Context: an optimization exercise on an open-source flow, tuned for small area and few clock cycles per item. The choices shown serve that exercise and are no tape-out recipe. Function was not checked in any run shown here: the RTL went through the layout flow alone. Power is estimated from default activity; no workload was simulated.

## flow/design.v (module list and top-level ports; edited modules follow where they fit)
// module fpu_mul_lopd48: 48 lines
// module fpu_mul_prenorm_pipe: 81 lines
// module fpu_mul_mant_mul: 1523 lines
// module fpu_mul_mant_fin: 23 lines
// module fpu_mul_fa: 4 lines
// module fpu_mul_ha: 4 lines
// module fpu_mul_xn: 3 lines
// module fpu_mul_or: 3 lines
// module fpu_mul_benc: 6 lines
// module fpu_mul_bx: 3 lines
// module fpu_mul_bs2: 4 lines
// module fpu_mul_bs: 3 lines
module fpu_mul_prenorm_pipe #(
  parameter int SIZE_DATA = 8,
  parameter int SIZE_MANT = 24,
  parameter int SIZE_LOPD = 8,
  parameter int BIAS      = 127
) (
  input  logic                   i_clk,
  input  logic                   i_rst_n,
  input  logic                   i_valid,
  output logic                   o_ready,
  input  logic [31:0]            i_data_a,
  input  logic [31:0]            i_data_b,
  output logic                   o_valid,
  input  logic                   i_ready,
  output logic                   o_sign,
  output logic [SIZE_DATA-1:0]   o_data_exp,
  output logic                   o_exp_oor,
  output logic [2*SIZE_MANT-1:0] o_mant_prod,
  output logic                   o_ov_flag,
  output logic                   o_un_flag,
  output logic [SIZE_LOPD-1:0]   o_one_pos,
  output logic                   o_zero_flag
);
  // ...
==> flow/flow/run.sh <==
#!/bin/bash
# The standard layout, except that the port buffers are sky130_fd_sc_hd__buf_1
# cells (resized later by repair as needed) instead of the delay cells
# buffer_ports picks by default, and clock tree synthesis inserts no dummy loads.
set -euo pipefail
bash standard.sh 'BUFFER_PORTS_ARGS=-buffer_cell sky130_fd_sc_hd__buf_1' \
  'CTS_ARGS=-sink_clustering_enable -repair_clock_nets -dont_use_dummy_load -buf_list sky130_fd_sc_hd__clkbuf_8' \
  finish > orfs_make.log 2>&1
==> flow/standard.sh <==
#!/bin/bash
# synth_recipe.tcl (not shown) runs the flow's synth.tcl, then flattens the netlist and writes it again
# the make line also repeats each setting of config.mk as NAME=value (left out here)
make -C /OpenROAD-flow-scripts/flow DESIGN_CONFIG=/design/flow/config.mk WORK_HOME=/design/flow/orfs CLKGATE_MAP_FILE= SYNTH_SCRIPT=/design/flow/synth_recipe.tcl "${@:-finish}"
==> flow/config.mk <==
export PLATFORM = sky130hd
export DESIGN_NAME = fpu_mul_prenorm_pipe
export DESIGN_NICKNAME = fpu_mul_prenorm_pipe
export VERILOG_FILES = /design/flow/design.v
export SDC_FILE = /design/flow/constraint.sdc
export NUM_CORES = 4
export LEC_CHECK = 0
export CAP_MARGIN = 5
export CORE_MARGIN = 2
export CORE_UTILIZATION = 40
export CTS_BUF_LIST = sky130_fd_sc_hd__clkbuf_8
export GPL_TIMING_DRIVEN = 0
export SLEW_MARGIN = 5
export SYNTH_HIERARCHICAL = 1
export SYNTH_MINIMUM_KEEP_SIZE = 0
==> flow/constraint.sdc <==
create_clock -name core_clock -period 8.0 [get_ports {i_clk}]
set_input_delay 1.6000 -clock core_clock [delete_from_list [all_inputs] [get_ports {i_clk}]]
set_output_delay 1.6000 -clock core_clock [all_outputs]
set_load 0.01 [all_outputs]
==> metrics.yaml, run 1 <==
rr_worst_depth: 2
hold_path.class: "reg2reg"
dr.pass1.iters: 6
grt_use_met2: 0.397
die_w_um: 202
critPathMaxFanout: 15
top_usage_layer: "met2"
seq-power_mw: 1.20
start_util: 0.406
synth_most_common_cell: "fa_1"
max_stage_delay_ns: 1.04
yosys_warnings: 12
cts_buffer_depth: 2
internal_power_mw: 4.28
mostFrequentLayoutCells: "298 x fa_1, 287 x a22oi_1, 280 x xor2_1"
dieArea_um2: 40800
cts_buffers: 9
nets: 2029
cts_tree: "yes"
critPathSlowestCell: "buf_1"
seq_area_frac_synth: 0.124
final_common_cell: "fa_1"
status: "timing/DRC/antenna clean"
multiInputGateArea_um2: 13800
cpMostUsedCell: "fa_1"
critical_path_arrival_ns: 7.99
comb-power_mw: 7.17
rrSetupSlack_ns: 6.39
place.gp.congestion: 0.878
synth_top_family_by_area: "adder cells"
path_depth: 14
p_sw_frac: 0.502
synth-edff-count: 64
reg2reg_to: "r_sn[11]"
clk_share: 0.00687
slew_violations: 0
==> module fpu_mul_prenorm_pipe, before the edit <==
module fpu_mul_prenorm_pipe #(
  parameter int SIZE_DATA = 8,
  parameter int SIZE_MANT = 24,
  parameter int SIZE_LOPD = 8,
  parameter int BIAS      = 127
) (
  input  logic                   i_clk,
  input  logic                   i_rst_n,
  input  logic                   i_valid,
  output logic                   o_ready,
  input  logic [31:0]            i_data_a,
  input  logic [31:0]            i_data_b,
  output logic                   o_valid,
  input  logic                   i_ready,
  output logic                   o_sign,
  output logic [SIZE_DATA-1:0]   o_data_exp,
  output logic                   o_exp_oor,
  output logic [2*SIZE_MANT-1:0] o_mant_prod,
  output logic                   o_ov_flag,
  output logic                   o_un_flag,
  output logic [SIZE_LOPD-1:0]   o_one_pos,
  output logic                   o_zero_flag
);
  localparam int FP_W    = fpu_mul_pkg::FP_W;
  localparam int EXP_W   = fpu_mul_pkg::EXP_W;
  localparam int FRAC_W  = fpu_mul_pkg::FRAC_W;
  localparam int NBLK    = 7;
  logic                       a_nz, b_nz;
  logic [EXP_W-1:0]           ea, eb;
  logic [SIZE_MANT-1:0]       ma, mb;
  logic [EXP_W:0]             exp_t;
  logic                       exp_oor;
  logic                       r_valid;
  logic                       r_sign;
  logic [SIZE_DATA-1:0]       r_exp;
  logic                       r_oor;
  logic [2*SIZE_MANT-1:0]     r_sn;
  logic [NBLK-2:0]            r_gn;
  logic [2*SIZE_MANT-1:0]     r_prod;
  logic                       load;
  logic [2*SIZE_MANT-1:0]     mul_sn;
  logic [NBLK-2:0]            mul_gn;
  assign a_nz = |i_data_a[FP_W-2:FRAC_W];
  assign b_nz = |i_data_b[FP_W-2:FRAC_W];
  assign ea   = a_nz ? i_data_a[FP_W-2:FRAC_W] : EXP_W'(1);
  assign eb   = b_nz ? i_data_b[FP_W-2:FRAC_W] : EXP_W'(1);
  assign ma   = {a_nz, i_data_a[FRAC_W-1:0]};
  assign mb   = {b_nz, i_data_b[FRAC_W-1:0]};
  assign exp_t   = {1'b0, ea} + {1'b0, eb} + (EXP_W+1)'(1);
  assign exp_oor = exp_t[EXP_W] ? (exp_t[EXP_W-1] | (&exp_t[EXP_W-2:0]))
                                : (~exp_t[EXP_W-1] | ~(|exp_t[EXP_W-2:0]));
  fpu_mul_mant_mul u_mul (.a(ma), .b(mb), .sn(mul_sn), .gn(mul_gn));
  assign load    = ~r_valid | i_ready;
  assign o_ready = load;
  always_ff @(posedge i_clk or negedge i_rst_n) begin
    if (!i_rst_n) r_valid <= 1'b0;
    else if (load) r_valid <= i_valid;
  end
  always_ff @(posedge i_clk) begin
    if (load && i_valid) begin
      r_sign <= i_data_a[FP_W-1] ^ i_data_b[FP_W-1];
      r_exp  <= {~exp_t[EXP_W-1], exp_t[EXP_W-2:0]};
      r_oor  <= exp_oor;
      r_sn   <= mul_sn;
      r_gn   <= mul_gn;
    end
  end
  fpu_mul_mant_fin u_fin (.sn(r_sn), .gn(r_gn), .p(r_prod));
  fpu_mul_lopd48 #(.SIZE_LOPD(SIZE_LOPD)) u_lopd (
    .prod    (r_prod),
    .one_pos (o_one_pos),
    .zero    (o_zero_flag)
  );
  assign o_valid     = r_valid;
  assign o_sign      = r_sign;
  assign o_data_exp  = r_exp;
  assign o_exp_oor   = r_oor;
  assign o_mant_prod = r_prod;
  assign o_ov_flag   = r_prod[47];
  assign o_un_flag   = ~r_prod[47] & r_prod[46];
endmodule
==> module fpu_mul_mant_fin, before the edit <==
module fpu_mul_mant_fin (
  input  logic [47:0] sn,
  input  logic [5:0] gn,
  output logic [47:0] p
);
  logic [47:0] s;
  logic [6:0] cin;
  assign s = ~sn;
  assign cin[0] = 1'b0;
  assign p[10:0] = s[10:0] + 11'(cin[0]);
  assign cin[1] = ~gn[0] | (cin[0] & (&s[10:0]));
  assign p[17:11] = s[17:11] + 7'(cin[1]);
  assign cin[2] = ~gn[1] | (cin[1] & (&s[17:11]));
  assign p[23:18] = s[23:18] + 6'(cin[2]);
  assign cin[3] = ~gn[2] | (cin[2] & (&s[23:18]));
  assign p[29:24] = s[29:24] + 6'(cin[3]);
  assign cin[4] = ~gn[3] | (cin[3] & (&s[29:24]));
  assign p[35:30] = s[35:30] + 6'(cin[4]);
  assign cin[5] = ~gn[4] | (cin[4] & (&s[35:30]));
  assign p[41:36] = s[41:36] + 6'(cin[5]);
  assign cin[6] = ~gn[5] | (cin[5] & (&s[41:36]));
  assign p[47:42] = s[47:42] + 6'(cin[6]);
endmodule
==> inputs of run 2 (changes only) <==
--- a/flow/design.v
+++ b/flow/design.v
@@ -92,17 +92,17 @@
   output logic                   o_ov_flag,
   output logic                   o_un_flag,
   output logic [SIZE_LOPD-1:0]   o_one_pos,
   output logic                   o_zero_flag
 );
   localparam int FP_W    = fpu_mul_pkg::FP_W;
   localparam int EXP_W   = fpu_mul_pkg::EXP_W;
   localparam int FRAC_W  = fpu_mul_pkg::FRAC_W;
-  localparam int NBLK    = 7;
+  localparam int NBLK    = 9;
   logic                       a_nz, b_nz;
   logic [EXP_W-1:0]           ea, eb;
   logic [SIZE_MANT-1:0]       ma, mb;
   logic [EXP_W:0]             exp_t;
   logic                       exp_oor;
   logic                       r_valid;
   logic                       r_sign;
   logic [SIZE_DATA-1:0]       r_exp;
@@ -151,17 +151,17 @@
   assign o_mant_prod = r_prod;
   assign o_ov_flag   = r_prod[47];
   assign o_un_flag   = ~r_prod[47] & r_prod[46];
 endmodule
 module fpu_mul_mant_mul (
   input  logic [23:0] a,
   input  logic [23:0] b,
   output logic [47:0] sn,
-  output logic [5:0] gn
+  output logic [7:0] gn
 );
   logic [11:0] one, two;
   logic [10:0] neg, negn;
   logic [25:0] u0;
   logic [25:0] u1;
   logic [25:0] u2;
   logic [25:0] u3;
   logic [25:0] u4;
@@ -807,18 +807,16 @@
   logic k620;
   logic k621;
   logic k622;
   logic k623;
   logic k624;
   logic k625;
   logic k626;
   logic k627;
-  logic k628;
-  logic k629;
   fpu_mul_benc u_e0 (.b({b[1], b[0], 1'b0}), .one(one[0]), .two(two[0]), .neg(neg[0]), .negn(negn[0]));
   fpu_mul_bx u_x0_0 (.a(a[0]), .n(neg[0]), .u(u0[1]));
   fpu_mul_bx u_x0_1 (.a(a[1]), .n(neg[0]), .u(u0[2]));
   fpu_mul_bx u_x0_2 (.a(a[2]), .n(neg[0]), .u(u0[3]));
   fpu_mul_bx u_x0_3 (.a(a[3]), .n(neg[0]), .u(u0[4]));
   fpu_mul_bx u_x0_4 (.a(a[4]), .n(neg[0]), .u(u0[5]));
   fpu_mul_bx u_x0_5 (.a(a[5]), .n(neg[0]), .u(u0[6]));
   fpu_mul_bx u_x0_6 (.a(a[6]), .n(neg[0]), .u(u0[7]));
@@ -1624,84 +1622,90 @@
   fpu_mul_or u_k589 (.a(ppn0[1]), .b(k588), .y(k589));
   fpu_mul_fa u_k590 (.a(s497), .b(ppn1[0]), .c(k589), .s(sn[2]), .co(k590));
   fpu_mul_fa u_k591 (.a(c498), .b(s499), .c(k590), .s(sn[3]), .co(k591));
   fpu_mul_fa u_k592 (.a(c500), .b(s501), .c(k591), .s(sn[4]), .co(k592));
   fpu_mul_fa u_k593 (.a(c502), .b(s503), .c(k592), .s(sn[5]), .co(k593));
   fpu_mul_fa u_k594 (.a(c504), .b(s505), .c(k593), .s(sn[6]), .co(k594));
   fpu_mul_fa u_k595 (.a(c506), .b(s507), .c(k594), .s(sn[7]), .co(k595));
   fpu_mul_fa u_k596 (.a(c508), .b(s509), .c(k595), .s(sn[8]), .co(k596));
-  fpu_mul_fa u_k597 (.a(c510), .b(s511), .c(k596), .s(sn[9]), .co(k597));
-  fpu_mul_fa u_gn_0 (.a(c512), .b(s513), .c(k597), .s(sn[10]), .co(gn[0]));
-  fpu_mul_xn u_xk598 (.a(c514), .b(s515), .y(sn[11]));
-  fpu_mul_or u_k598 (.a(c514), .b(s515), .y(k598));
+  fpu_mul_fa u_gn_0 (.a(c510), .b(s511), .c(k596), .s(sn[9]), .co(gn[0]));
+  fpu_mul_xn u_xk597 (.a(c512), .b(s513), .y(sn[10]));
+  fpu_mul_or u_k597 (.a(c512), .b(s513), .y(k597));
+  fpu_mul_fa u_k598 (.a(c514), .b(s515), .c(k597), .s(sn[11]), .co(k598));
   fpu_mul_fa u_k599 (.a(c516), .b(s517), .c(k598), .s(sn[12]), .co(k599));
   fpu_mul_fa u_k600 (.a(c518), .b(s519), .c(k599), .s(sn[13]), .co(k600));
   fpu_mul_fa u_k601 (.a(c520), .b(s521), .c(k600), .s(sn[14]), .co(k601));
   fpu_mul_fa u_k602 (.a(c522), .b(s523), .c(k601), .s(sn[15]), .co(k602));
-  fpu_mul_fa u_k603 (.a(c524), .b(s525), .c(k602), .s(sn[16]), .co(k603));
-  fpu_mul_fa u_gn_1 (.a(c526), .b(s527), .c(k603), .s(sn[17]), .co(gn[1]));
-  fpu_mul_xn u_xk604 (.a(c528), .b(s529), .y(sn[18]));
-  fpu_mul_or u_k604 (.a(c528), .b(s529), .y(k604));
+  fpu_mul_fa u_gn_1 (.a(c524), .b(s525), .c(k602), .s(sn[16]), .co(gn[1]));
+  fpu_mul_xn u_xk603 (.a(c526), .b(s527), .y(sn[17]));
+  fpu_mul_or u_k603 (.a(c526), .b(s527), .y(k603));
+  fpu_mul_fa u_k604 (.a(c528), .b(s529), .c(k603), .s(sn[18]), .co(k604));
   fpu_mul_fa u_k605 (.a(c530), .b(s531), .c(k604), .s(sn[19]), .co(k605));
   fpu_mul_fa u_k606 (.a(c532), .b(s533), .c(k605), .s(sn[20]), .co(k606));
-  fpu_mul_fa u_k607 (.a(c534), .b(s535), .c(k606), .s(sn[21]), .co(k607));
-  fpu_mul_fa u_k608 (.a(c536), .b(s537), .c(k607), .s(sn[22]), .co(k608));
-  fpu_mul_fa u_gn_2 (.a(c538), .b(s539), .c(k608), .s(sn[23]), .co(gn[2]));
-  fpu_mul_xn u_xk609 (.a(c540), .b(s541), .y(sn[24]));
-  fpu_mul_or u_k609 (.a(c540), .b(s541), .y(k609));
-  fpu_mul_fa u_k610 (.a(c542), .b(s543), .c(k609), .s(sn[25]), .co(k610));
-  fpu_mul_fa u_k611 (.a(c544), .b(s545), .c(k610), .s(sn[26]), .co(k611));
-  fpu_mul_fa u_k612 (.a(c546), .b(s547), .c(k611), .s(sn[27]), .co(k612));
-  fpu_mul_fa u_k613 (.a(c548), .b(s549), .c(k612), .s(sn[28]), .co(k613));
-  fpu_mul_fa u_gn_3 (.a(c550), .b(s551), .c(k613), .s(sn[29]), .co(gn[3]));
-  fpu_mul_xn u_xk614 (.a(c552), .b(s553), .y(sn[30]));
-  fpu_mul_or u_k614 (.a(c552), .b(s553), .y(k614));
-  fpu_mul_fa u_k615 (.a(c554), .b(s555), .c(k614), .s(sn[31]), .co(k615));
-  fpu_mul_fa u_k616 (.a(c556), .b(s557), .c(k615), .s(sn[32]), .co(k616));
-  fpu_mul_fa u_k617 (.a(c558), .b(s559), .c(k616), .s(sn[33]), .co(k617));
-  fpu_mul_fa u_k618 (.a(c560), .b(s561), .c(k617), .s(sn[34]), .co(k618));
-  fpu_mul_fa u_gn_4 (.a(c562), .b(s563), .c(k618), .s(sn[35]), .co(gn[4]));
-  fpu_mul_xn u_xk619 (.a(c564), .b(s565), .y(sn[36]));
-  fpu_mul_or u_k619 (.a(c564), .b(s565), .y(k619));
-  fpu_mul_fa u_k620 (.a(c566), .b(s567), .c(k619), .s(sn[37]), .co(k620));
-  fpu_mul_fa u_k621 (.a(c568), .b(s569), .c(k620), .s(sn[38]), .co(k621));
-  fpu_mul_fa u_k622 (.a(c570), .b(s571), .c(k621), .s(sn[39]), .co(k622));
-  fpu_mul_fa u_k623 (.a(c572), .b(s573), .c(k622), .s(sn[40]), .co(k623));
-  fpu_mul_fa u_gn_5 (.a(c574), .b(s575), .c(k623), .s(sn[41]), .co(gn[5]));
-  fpu_mul_xn u_xk624 (.a(c576), .b(s577), .y(sn[42]));
-  fpu_mul_or u_k624 (.a(c576), .b(s577), .y(k624));
-  fpu_mul_fa u_k625 (.a(c578), .b(s579), .c(k624), .s(sn[43]), .co(k625));
-  fpu_mul_fa u_k626 (.a(c580), .b(s581), .c(k625), .s(sn[44]), .co(k626));
-  fpu_mul_fa u_k627 (.a(c582), .b(s583), .c(k626), .s(sn[45]), .co(k627));
-  fpu_mul_fa u_k628 (.a(c584), .b(s585), .c(k627), .s(sn[46]), .co(k628));
-  fpu_mul_fa u_k629 (.a(c586), .b(s587), .c(k628), .s(sn[47]), .co(k629));
+  fpu_mul_fa u_gn_2 (.a(c534), .b(s535), .c(k606), .s(sn[21]), .co(gn[2]));
+  fpu_mul_xn u_xk607 (.a(c536), .b(s537), .y(sn[22]));
+  fpu_mul_or u_k607 (.a(c536), .b(s537), .y(k607));
+  fpu_mul_fa u_k608 (.a(c538), .b(s539), .c(k607), .s(sn[23]), .co(k608));
+  fpu_mul_fa u_k609 (.a(c540), .b(s541), .c(k608), .s(sn[24]), .co(k609));
+  fpu_mul_fa u_gn_3 (.a(c542), .b(s543), .c(k609), .s(sn[25]), .co(gn[3]));
+  fpu_mul_xn u_xk610 (.a(c544), .b(s545), .y(sn[26]));
+  fpu_mul_or u_k610 (.a(c544), .b(s545), .y(k610));
+  fpu_mul_fa u_k611 (.a(c546), .b(s547), .c(k610), .s(sn[27]), .co(k611));
+  fpu_mul_fa u_k612 (.a(c548), .b(s549), .c(k611), .s(sn[28]), .co(k612));
+  fpu_mul_fa u_gn_4 (.a(c550), .b(s551), .c(k612), .s(sn[29]), .co(gn[4]));
+  fpu_mul_xn u_xk613 (.a(c552), .b(s553), .y(sn[30]));
+  fpu_mul_or u_k613 (.a(c552), .b(s553), .y(k613));
+  fpu_mul_fa u_k614 (.a(c554), .b(s555), .c(k613), .s(sn[31]), .co(k614));
+  fpu_mul_fa u_k615 (.a(c556), .b(s557), .c(k614), .s(sn[32]), .co(k615));
+  fpu_mul_fa u_gn_5 (.a(c558), .b(s559), .c(k615), .s(sn[33]), .co(gn[5]));
+  fpu_mul_xn u_xk616 (.a(c560), .b(s561), .y(sn[34]));
+  fpu_mul_or u_k616 (.a(c560), .b(s561), .y(k616));
+  fpu_mul_fa u_k617 (.a(c562), .b(s563), .c(k616), .s(sn[35]), .co(k617));
+  fpu_mul_fa u_k618 (.a(c564), .b(s565), .c(k617), .s(sn[36]), .co(k618));
+  fpu_mul_fa u_gn_6 (.a(c566), .b(s567), .c(k618), .s(sn[37]), .co(gn[6]));
+  fpu_mul_xn u_xk619 (.a(c568), .b(s569), .y(sn[38]));
+  fpu_mul_or u_k619 (.a(c568), .b(s569), .y(k619));
+  fpu_mul_fa u_k620 (.a(c570), .b(s571), .c(k619), .s(sn[39]), .co(k620));
+  fpu_mul_fa u_k621 (.a(c572), .b(s573), .c(k620), .s(sn[40]), .co(k621));
+  fpu_mul_fa u_k622 (.a(c574), .b(s575), .c(k621), .s(sn[41]), .co(k622));
+  fpu_mul_fa u_gn_7 (.a(c576), .b(s577), .c(k622), .s(sn[42]), .co(gn[7]));
+  fpu_mul_xn u_xk623 (.a(c578), .b(s579), .y(sn[43]));
+  fpu_mul_or u_k623 (.a(c578), .b(s579), .y(k623));
+  fpu_mul_fa u_k624 (.a(c580), .b(s581), .c(k623), .s(sn[44]), .co(k624));
+  fpu_mul_fa u_k625 (.a(c582), .b(s583), .c(k624), .s(sn[45]), .co(k625));
+  fpu_mul_fa u_k626 (.a(c584), .b(s585), .c(k625), .s(sn[46]), .co(k626));
+  fpu_mul_fa u_k627 (.a(c586), .b(s587), .c(k626), .s(sn[47]), .co(k627));
 endmodule
 module fpu_mul_mant_fin (
   input  logic [47:0] sn,
-  input  logic [5:0] gn,
+  input  logic [7:0] gn,
   output logic [47:0] p
 );
   logic [47:0] s;
-  logic [6:0] cin;
+  logic [8:0] cin;
   assign s = ~sn;
   assign cin[0] = 1'b0;
-  assign p[10:0] = s[10:0] + 11'(cin[0]);
-  assign cin[1] = ~gn[0] | (cin[0] & (&s[10:0]));
-  assign p[17:11] = s[17:11] + 7'(cin[1]);
-  assign cin[2] = ~gn[1] | (cin[1] & (&s[17:11]));
-  assign p[23:18] = s[23:18] + 6'(cin[2]);
-  assign cin[3] = ~gn[2] | (cin[2] & (&s[23:18]));
-  assign p[29:24] = s[29:24] + 6'(cin[3]);
-  assign cin[4] = ~gn[3] | (cin[3] & (&s[29:24]));
-  assign p[35:30] = s[35:30] + 6'(cin[4]);
-  assign cin[5] = ~gn[4] | (cin[4] & (&s[35:30]));
-  assign p[41:36] = s[41:36] + 6'(cin[5]);
-  assign cin[6] = ~gn[5] | (cin[5] & (&s[41:36]));
-  assign p[47:42] = s[47:42] + 6'(cin[6]);
+  assign p[9:0] = s[9:0] + 10'(cin[0]);
+  assign cin[1] = ~gn[0] | (cin[0] & (&s[9:0]));
+  assign p[16:10] = s[16:10] + 7'(cin[1]);
+  assign cin[2] = ~gn[1] | (cin[1] & (&s[16:10]));
+  assign p[21:17] = s[21:17] + 5'(cin[2]);
+  assign cin[3] = ~gn[2] | (cin[2] & (&s[21:17]));
+  assign p[25:22] = s[25:22] + 4'(cin[3]);
+  assign cin[4] = ~gn[3] | (cin[3] & (&s[25:22]));
+  assign p[29:26] = s[29:26] + 4'(cin[4]);
+  assign cin[5] = ~gn[4] | (cin[4] & (&s[29:26]));
+  assign p[33:30] = s[33:30] + 4'(cin[5]);
+  assign cin[6] = ~gn[5] | (cin[5] & (&s[33:30]));
+  assign p[37:34] = s[37:34] + 4'(cin[6]);
+  assign cin[7] = ~gn[6] | (cin[6] & (&s[37:34]));
+  assign p[42:38] = s[42:38] + 5'(cin[7]);
+  assign cin[8] = ~gn[7] | (cin[7] & (&s[42:38]));
+  assign p[47:43] = s[47:43] + 5'(cin[8]);
 endmodule
 module fpu_mul_fa (input logic a, input logic b, input logic c, output logic s, output logic co);
   assign s  = a ^ b ^ c;
   assign co = (a & b) | (a & c) | (b & c);
 endmodule
 module fpu_mul_ha (input logic a, input logic b, output logic s, output logic co);
   assign s  = a ^ b;
   assign co = a & b;
==> run 2 against run 1 <==
Critical path type unchanged. Fmax increased by 4.5%. Cell count decreased by 3.7%. Critical endpoint is now r_sn[16]. Via count decreased by 5.8%. Largest cell class unchanged. Sequential power about the same. Total power decreased by 3.3%. Still clean. Global-route usage decreased by 1.1 points. Count of clock-buffer cells in the layout unchanged. First-iteration DRC count decreased by 37%.
==> metrics.yaml, run 2 <==
status: "timing/DRC/antenna clean"
start_util: 0.407  # +0.000630
setup_ws_ns: 0.399
grt_max_degree: 67
critPathCaptureType: "flip-flop"
place.gp.congestion: 0.892  # +1.6%
internal_power_mw: 4.17  # -2.5%
slew_violations: 0  # unchanged
vias_per_cell: 6.04
rr_startpoint: "r_valid"
rsz0062_at_grt: "false"
rrSetupSlack_ns: 6.38  # about the same
synthTopCellsByCount: "296 x fa_1, 288 x a22oi_1, 279 x xor2_1, 66 x edfxtp_1, 55 x inv_1"
clkLatencyLatePin_ns: 0.34
clockRootBuffer: "clkbuf_8"
worst_slew_pin_slew_ns: 1.38
drive_above_1_share: 0.0563
min_from: "r_valid"
portBuffers: 136
synthFlopType: "edfxtp_1"
p_sw_mw: 4.13
clk_pin_slew_ns: 0.06
grt_pass1_wl_mm: 75.8
synth_most_common_cell: "fa_1"
syn_to_final_growth_pct: 8.80
cts.sinks: 67
htreeDepth: 3
cts_setup_buffers: 0
period_minus_slack_ns: 7.60
cts_buffer_depth: 2  # unchanged
timing.final.crit_share: 0.950
whs_ns: 0.542
holdPathEnd: "r_valid"
final_common_cell: "fa_1"
syn_area_per_cell_um2: 11.3
top_regs: "r_sn (48), r_exp (8), r_gn (8)"
post_dp_cell_area_um2: 17000
critPathMaxFanout: 28  # +13
tns_ns: 0
grt_overflow: 0
grt_pass1_vias: 12993
seq_area_um2: 2010
stdcell_count: 2062
synth-edff-count: 66  # +3.1%
synthMuxAreaShare: 0
synth_top_cell_by_area: "fa_1"
hold_depth: 2
reg2reg_to: "r_gn[2]"
fin_area_um2: 17200
post-place-cells: 2051
fin_skew_ns: 0.0135
synth_cell_types: 65
ctsResizeCount: 0
synth_seq_cells: 67
p_per_area_nw_per_um2: 483
rows: 72
cts_buffers: 9  # unchanged
io-pin-count: 139
synth_top_area_frac: 0.375
dr.pass1.iters: 6  # unchanged
core_area_um2: 38800
power_frac_seq: 0.143
dieArea_um2: 41100  # +0.61%
yosys_warnings: 12  # unchanged
die_h_um: 203
dp_hpwl_mm: 36.5
rr_worst_depth: 2  # unchanged
clkPwrFrac: 0.025
pre_cts_ws_ns: 0.0891
hold_path.class: "reg2reg"
startpoint_type: "input port"
drv_cap: 0
clock.fmax_ghz: 0.132
synth_xor_area_frac: 0.182
die_w_um: 203  # +0.30%
synth_simple_gate_area_share: 0.0796
num-fill-cells: 3721
avgRoutedWirePerCell_um: 23.8
synth_top_family_by_area: "adder cells"
async_flop_share: 0.0149
setup_viol: 0
antennaDiodeCount: 0
critPathLaunch: "i_data_b[5]"
combPwrFrac: 0.831
ir_drop_v: 0.000449
cts_tree: "yes"
slew_headroom: 0.0781
synthTopCellsByArea: "fa_1 38%, xor2_1 15%, a22oi_1 14%"
p_leak_nw: 6.12
required_ns: 8.04
cts_hold_buf: 0
p_sw_frac: 0.498  # -0.00378
synthAdderAreaFrac: 0.409
multiInputGateArea_um2: 13500  # -2.1%
grtUsageTotal: 0.240
vias: 12456
drc: 0
largest_reg_flops: 48
mostFrequentLayoutCells: "296 x fa_1, 288 x a22oi_1, 279 x xor2_1"
top_register: "r_sn"
critPathKind: "in2reg"
routed_wl_mm: 49.1
synth.cell_area_um2: 15800
finalHoldViolations: 0
synth_compound_area_frac: 0.182
critical_path_arrival_ns: 7.64  # -0.35 ns
antenna_found_initial: 0
synthCells: 1392
drt_iter0_drc: 1196
ant_nets: 0
seq_area_frac_synth: 0.127  # +0.00304
nets: 1952  # -3.8%
-- run 2: logic make-up (layout without fill, tap and decap cells) --
| kind of cell | Yosys count | in the layout |
|---|---|---|
| other | 2 | 7 |
| buffers and inverters | 75 | 222 |
| XOR/XNOR | 328 | 328 |
| adder cells (fa/ha/maj) | 338 | 338 |
| AO/OA/AOI/OAI | 371 | 371 |
| AND/OR/NAND/NOR | 211 | 211 |
| flip-flops | 67 | 67 |
-- run 2: per-layer routing --
layer / track usage / vias to the layer above / routed length (um)
met4: 0.0779 / 0 / 1580
li1: - / 5333 / -
met2: 0.386 / 739 / 22100
met5: 0 / - / 0
met3: 0.0368 / 104 / 4480
met1: 0.334 / 6280 / 20900
-- run 2: how the worst max path moves through the flow --
| stage | end | slack (ns) | cells after the start |
|---|---|---|---|
| 6_report | r_sn[16] | 0.40 | 15 |
| 5_1_grt | r_sn[16] | 0.14 | 15 |
| 4_1_cts | r_sn[16] | 0.44 | 15 |
| 3_5_place_dp | r_sn[16] | 0.09 | 15 |
| 3_3_place_gp | r_sn[16] | 0.16 | 15 |
| 2_1_floorplan | r_sn[16] | 0.94 | 14 |
-- run 2: critical path, stage by stage --
cell     delay [ns]
buf_1          0.17
ha_1           0.28
nor2b_4        0.91
xor2_1         0.22
a22oi_1        0.28
fa_1           0.48
fa_1           0.51
fa_1           0.44
or2_1          0.26
fa_1           0.38
fa_1           0.39
fa_1           0.40
fa_1           0.39
fa_1           0.39
fa_1           0.53
-- run 2: through the flow --
| step | utilization | total power, mW |
|---|---|---|
| global placement | 0.437 | 7.90 |
| global route | 0.442 | 9.12 |
| detailed placement | 0.437 | 8.05 |
| CTS | 0.440 | 8.26 |
| finish | 0.442 | 8.30 |
| floorplan | - | 5.49 |
-- run 2: layout make-up --
type                       instances  share of cell area
timing repair buffer             138              0.0321
buffer                            20             0.00678
tap                              518              0.0377
sequential                        67               0.117
multi-input combinational       1255               0.787
inverter                          55              0.0120
clock buffer                       9             0.00721
-- run 2: Yosys stat by module (local to each module, per instance), excerpt --
module	times used	cells	flops+latches
fpu_mul_mant_fin	1	116	0
fpu_mul_bs2	144	2	0
fpu_mul_xn	37	1	0
fpu_mul_bx	264	1	0
fpu_mul_or	37	1	0
fpu_mul_prenorm_pipe	1	147	67
fpu_mul_ha	6	1	0
fpu_mul_benc	11	6	0
fpu_mul_fa	295	1	0
fpu_mul_bs	12	1	0
fpu_mul_mant_mul	1	34	0
-- run 2: power by group through the flow --
stage	Combinational, mW	Sequential (mW)	Clock [mW]
6_report	6.90	1.19	0.211
5_1_grt	7.68	1.21	0.230
4_1_cts	6.86	1.19	0.218
3_5_place_dp	6.85	1.20	0
3_3_place_gp	6.70	1.19	0
2_1_floorplan	4.32	1.17	0

==> afterwards: timing with drivers on the ports <==
The results above use ideal ports. As a check the final layouts listed here were re-extracted and re-timed, cells and wires unchanged. Step 1 sets driving cells, clkbuf_16 on the clock port and buf_2 on the other inputs (assumed; they add their load-dependent delay and slew). Step 2 adds t to the input delays and takes it off the output delays; t is the mean of the earliest and latest rising clock arrival at the registers after step 1. Input paths then give back, and output paths get back, about the clock's delay inside the block. Three values: no drivers, after step 1, after step 2; two values: the first two.
| run | shift t [ns] | setup slack, ns | worst setup path at the end |
|---|---|---|---|
| run 1 | 0.364 | 0.060 / 0.057 / -0.307 | input to register |
| run 2 | 0.369 | 0.399 / 0.412 / 0.043 | input to register |
Met with ideal ports but missed after step 2: setup timing in run 1. For run 1, which loses most, drivers alone change the setup slack by -0.003 ns; drivers and shift together by -0.367 ns.
